What follows belongs to an exercise in optimizing a design on an open flow for small area, a short achievable clock period and few clock cycles per item; a production flow would make more cautious choices.
Function was checked by simulation only, so behaviour that the tests miss may differ from the original.
Power is estimated from default activity; no workload was simulated.

==> module deque_with_max_priority_removal_core, before the edit <==
module deque_with_max_priority_removal_core (
	input  logic        clk,
	input  logic        arst_n,
	input  logic        cmd_valid,
	output logic        cmd_ready,
	input  logic [2:0]  cmd_command,
	input  logic [31:0] cmd_entry_value,
	input  logic [31:0] cmd_entry_priority,
	output logic        rsp_valid,
	input  logic        rsp_ready,
	output logic [31:0] rsp_removed_value,
	output logic [1:0]  rsp_status,
	output logic [4:0]  rsp_occupancy
);
	localparam int DEPTH  = 16;
	localparam int CNT_W  = 5;
	localparam int DATA_W = 32;
	localparam logic [2:0] CMD_PUSH_FRONT = 3'd0;
	localparam logic [2:0] CMD_PUSH_REAR  = 3'd1;
	localparam logic [2:0] CMD_POP_FRONT  = 3'd2;
	localparam logic [2:0] CMD_POP_REAR   = 3'd3;
	localparam logic [2:0] CMD_POP_MAX    = 3'd4;
	localparam logic [1:0] ST_DONE  = 2'd0;
	localparam logic [1:0] ST_EMPTY = 2'd1;
	localparam logic [1:0] ST_FULL  = 2'd2;
	logic              rsp_valid_q;
	logic              s1_valid_q;
	logic              s1_move;
	logic              cmd_fire;
	assign s1_move   = s1_valid_q && (!rsp_valid_q || rsp_ready);
	assign cmd_ready = !s1_valid_q || !rsp_valid_q || rsp_ready;
	assign cmd_fire  = cmd_valid && cmd_ready;
	logic [DEPTH-1:0]             valid_q;
	logic [CNT_W-1:0]             count_q;
	logic [DEPTH-1:0][DATA_W-1:0] slot_val;
	logic [DEPTH-1:0]             new_beats;
	logic [DEPTH-1:0]             slot_we;
	logic [DEPTH-1:0][DEPTH-1:0]  before_q;    
	logic [DEPTH-1:0][DEPTH-1:0]  beats_q;     
	logic is_push, is_pop, is_front;
	logic full, empty;
	logic push_ok, pop_ok;
	logic [DEPTH-1:0] free_oh;
	logic [DEPTH-1:0] sel_front, sel_rear, sel_max, sel;
	assign is_push  = (cmd_command == CMD_PUSH_FRONT) || (cmd_command == CMD_PUSH_REAR);
	assign is_pop   = (cmd_command == CMD_POP_FRONT) || (cmd_command == CMD_POP_REAR) ||
	                  (cmd_command == CMD_POP_MAX);
	assign is_front = (cmd_command == CMD_PUSH_FRONT);
	assign full     = &valid_q;
	assign empty    = ~|valid_q;
	assign push_ok  = cmd_fire && is_push && !full;
	assign pop_ok   = cmd_fire && is_pop && !empty;
	assign free_oh = ~valid_q & (valid_q + DEPTH'(1));
	assign slot_we = push_ok ? free_oh : '0;
	genvar g;
	generate
		for (g = 0; g < DEPTH; g++) begin : g_slot
			dqp_cell #(.DATA_W(DATA_W)) u_cell (
				.clk       (clk),
				.we        (slot_we[g]),
				.front     (is_front),
				.new_val   (cmd_entry_value),
				.new_pri   (cmd_entry_priority),
				.val       (slot_val[g]),
				.new_beats (new_beats[g])
			);
		end
	endgenerate
	always_comb begin
		for (int a = 0; a < DEPTH; a++) begin
			sel_front[a] = valid_q[a];
			sel_rear[a]  = valid_q[a];
			sel_max[a]   = valid_q[a];
			for (int b = 0; b < DEPTH; b++) begin
				if (b < a) begin
					sel_front[a] &= !valid_q[b] || !before_q[b][a];
					sel_rear[a]  &= !valid_q[b] ||  before_q[b][a];
					sel_max[a]   &= !valid_q[b] || !beats_q[b][a];
				end else if (b > a) begin
					sel_front[a] &= !valid_q[b] ||  before_q[a][b];
					sel_rear[a]  &= !valid_q[b] || !before_q[a][b];
					sel_max[a]   &= !valid_q[b] ||  beats_q[a][b];
				end
			end
		end
	end
	always_comb begin
		case (cmd_command)
			CMD_POP_FRONT: sel = sel_front;
			CMD_POP_REAR:  sel = sel_rear;
			default:       sel = sel_max;
		endcase
	end
	always_ff @(posedge clk or negedge arst_n) begin
		if (!arst_n) begin
			valid_q <= '0;
			count_q <= '0;
		end else begin
			if (push_ok) begin
				valid_q <= valid_q | free_oh;
				count_q <= count_q + CNT_W'(1);
			end else if (pop_ok) begin
				valid_q <= valid_q & ~sel;
				count_q <= count_q - CNT_W'(1);
			end
		end
	end
	logic [DEPTH-1:0] beat_lo, beat_hi;
	assign beat_lo = slot_we | ~new_beats;
	assign beat_hi = slot_we |  new_beats;
	always_ff @(posedge clk) begin
		for (int a = 0; a < DEPTH; a++) begin
			for (int b = a + 1; b < DEPTH; b++) begin
				if (slot_we[a] || slot_we[b]) begin
					before_q[a][b] <= slot_we[a] ? is_front : !is_front;
					beats_q[a][b]  <= beat_lo[a] && beat_hi[b];
				end
			end
		end
	end
	logic [1:0]        status_d;
	logic [CNT_W-1:0]  occ_d;
	always_comb begin
		status_d = ST_DONE;
		if (is_push && full) status_d = ST_FULL;
		if (is_pop && empty) status_d = ST_EMPTY;
		occ_d = count_q;
		if (push_ok) occ_d = count_q + CNT_W'(1);
		if (pop_ok)  occ_d = count_q - CNT_W'(1);
	end
	logic [DEPTH-1:0]  s1_sel_q;      
	logic [1:0]        s1_status_q;
	logic [CNT_W-1:0]  s1_occ_q;
	always_ff @(posedge clk or negedge arst_n) begin
		if (!arst_n)       s1_valid_q <= 1'b0;
		else if (cmd_fire) s1_valid_q <= 1'b1;
		else if (s1_move)  s1_valid_q <= 1'b0;
	end
	always_ff @(posedge clk) begin
		if (cmd_fire) begin
			s1_sel_q    <= pop_ok ? sel : '0;
			s1_status_q <= status_d;
			s1_occ_q    <= occ_d;
		end
	end
	logic [DATA_W-1:0] removed_d;
	logic [DATA_W-1:0] rsp_val_q;
	logic [1:0]        rsp_status_q;
	logic [CNT_W-1:0]  rsp_occ_q;
	always_comb begin
		removed_d = '0;
		for (int a = 0; a < DEPTH; a++) begin
			removed_d |= slot_val[a] & {DATA_W{s1_sel_q[a]}};
		end
	end
	always_ff @(posedge clk or negedge arst_n) begin
		if (!arst_n)        rsp_valid_q <= 1'b0;
		else if (s1_move)   rsp_valid_q <= 1'b1;
		else if (rsp_ready) rsp_valid_q <= 1'b0;
	end
	always_ff @(posedge clk) begin
		if (s1_move) begin
			rsp_val_q    <= removed_d;
			rsp_status_q <= s1_status_q;
			rsp_occ_q    <= s1_occ_q;
		end
	end
	assign rsp_valid         = rsp_valid_q;
	assign rsp_removed_value = rsp_val_q;
	assign rsp_status        = rsp_status_q;
	assign rsp_occupancy     = rsp_occ_q;
endmodule
clock: 5.5 ns
lec_check: 0
cap_margin: 20
cell_pad_in_sites_detail_placement: 1
cell_pad_in_sites_global_placement: 2
core_margin: 2
core_utilization: 35
cts_cluster_diameter: 100
cts_cluster_size: 20
setup_slack_margin: 2.5
slew_margin: 20
run.sh (not shown) runs the stock make flow with config.mk's settings and CLKGATE_MAP_FILE= SYNTH_SCRIPT=/design/flow/synth_recipe.tcl, a recipe that flattens the netlist after the stock synthesis.
Testbench counts at the start, summed over its fixed seeds: cycles 16,016, items 16,000.
Rerun with:
--- a/flow/design.v
+++ b/flow/design.v
@@ -73,6 +73,7 @@
 	assign cmd_ready = !s1_valid_q || !rsp_valid_q || rsp_ready;
 	assign cmd_fire  = cmd_valid && cmd_ready;
 	logic [DEPTH-1:0]             valid_q;
+	logic [DEPTH-1:0]             empty_q;     
 	logic [CNT_W-1:0]             count_q;
 	logic [DEPTH-1:0][DATA_W-1:0] slot_val;
 	logic [DEPTH-1:0]             new_beats;
@@ -87,7 +88,7 @@
 	assign is_push  = (cmd_command == CMD_PUSH_FRONT) || (cmd_command == CMD_PUSH_REAR);
 	assign is_pop   = (cmd_command == CMD_POP_FRONT) || (cmd_command == CMD_POP_REAR) ||
 	                  (cmd_command == CMD_POP_MAX);
-	assign is_front = (cmd_command == CMD_PUSH_FRONT);
+	assign is_front = !cmd_command[0];
 	assign full     = &valid_q;
 	assign empty    = ~|valid_q;
 	assign push_ok  = cmd_fire && is_push && !full;
@@ -115,13 +116,13 @@
 			sel_max[a]   = valid_q[a];
 			for (int b = 0; b < DEPTH; b++) begin
 				if (b < a) begin
-					sel_front[a] &= !valid_q[b] || !before_q[b][a];
-					sel_rear[a]  &= !valid_q[b] ||  before_q[b][a];
-					sel_max[a]   &= !valid_q[b] || !beats_q[b][a];
+					sel_front[a] &= empty_q[b] || !before_q[b][a];
+					sel_rear[a]  &= empty_q[b] ||  before_q[b][a];
+					sel_max[a]   &= empty_q[b] || !beats_q[b][a];
 				end else if (b > a) begin
-					sel_front[a] &= !valid_q[b] ||  before_q[a][b];
-					sel_rear[a]  &= !valid_q[b] || !before_q[a][b];
-					sel_max[a]   &= !valid_q[b] ||  beats_q[a][b];
+					sel_front[a] &= empty_q[b] ||  before_q[a][b];
+					sel_rear[a]  &= empty_q[b] || !before_q[a][b];
+					sel_max[a]   &= empty_q[b] ||  beats_q[a][b];
 				end
 			end
 		end
@@ -136,13 +137,16 @@
 	always_ff @(posedge clk or negedge arst_n) begin
 		if (!arst_n) begin
 			valid_q <= '0;
+			empty_q <= '1;
 			count_q <= '0;
 		end else begin
 			if (push_ok) begin
 				valid_q <= valid_q | free_oh;
+				empty_q <= empty_q & ~free_oh;
 				count_q <= count_q + CNT_W'(1);
 			end else if (pop_ok) begin
 				valid_q <= valid_q & ~sel;
+				empty_q <= empty_q | sel;
 				count_q <= count_q - CNT_W'(1);
 			end
 		end
After rerunning: Cell area grows by 1.1%. Flip-flop and latch count grows by 16. Hold slack stays flat. Count of clock-buffer cells in the layout grows by 10. Routed wire length is about the same. Global-route usage shrinks by 0.17 points. Synthesized area grows by 0.73%. Fmax grows by 1.9%. Register-to-register slack is better by 0.08 ns. Core utilization grows by 0.30 points. Total power grows by 11%. Cell count is about the same.
Testbench counts after the change, summed over its fixed seeds: cycles 16,016, items 16,000.

-- re-timing with driven ports --
In the flow no input, the clock included, has a driving cell. The finished layouts below were timed again as built, in two steps.
Step 1: set_driving_cell puts a clkbuf_16 on clk and a buf_2 on each other input, an assumption about the parent block.
Step 2 adds t to the input delays and takes it off the output delays; t is the mean of the earliest and latest rising clock arrival at the registers after step 1. Input paths then give back, and output paths get back, about the clock's delay inside the block.
Three values: ideal, step 1, step 2; two values: the first two.
run | t (ns) | slack for setup (ns) | worst setup path at the end
the first run | 0.788 | 2.214 / 2.240 / 1.452 | input to register
the second run | 0.832 | 2.274 / 2.319 / 1.487 | input to register
After both steps every run listed still meets setup and hold. For the second run, which loses most, drivers alone change the setup slack by +0.045 ns; drivers and shift together by -0.787 ns.
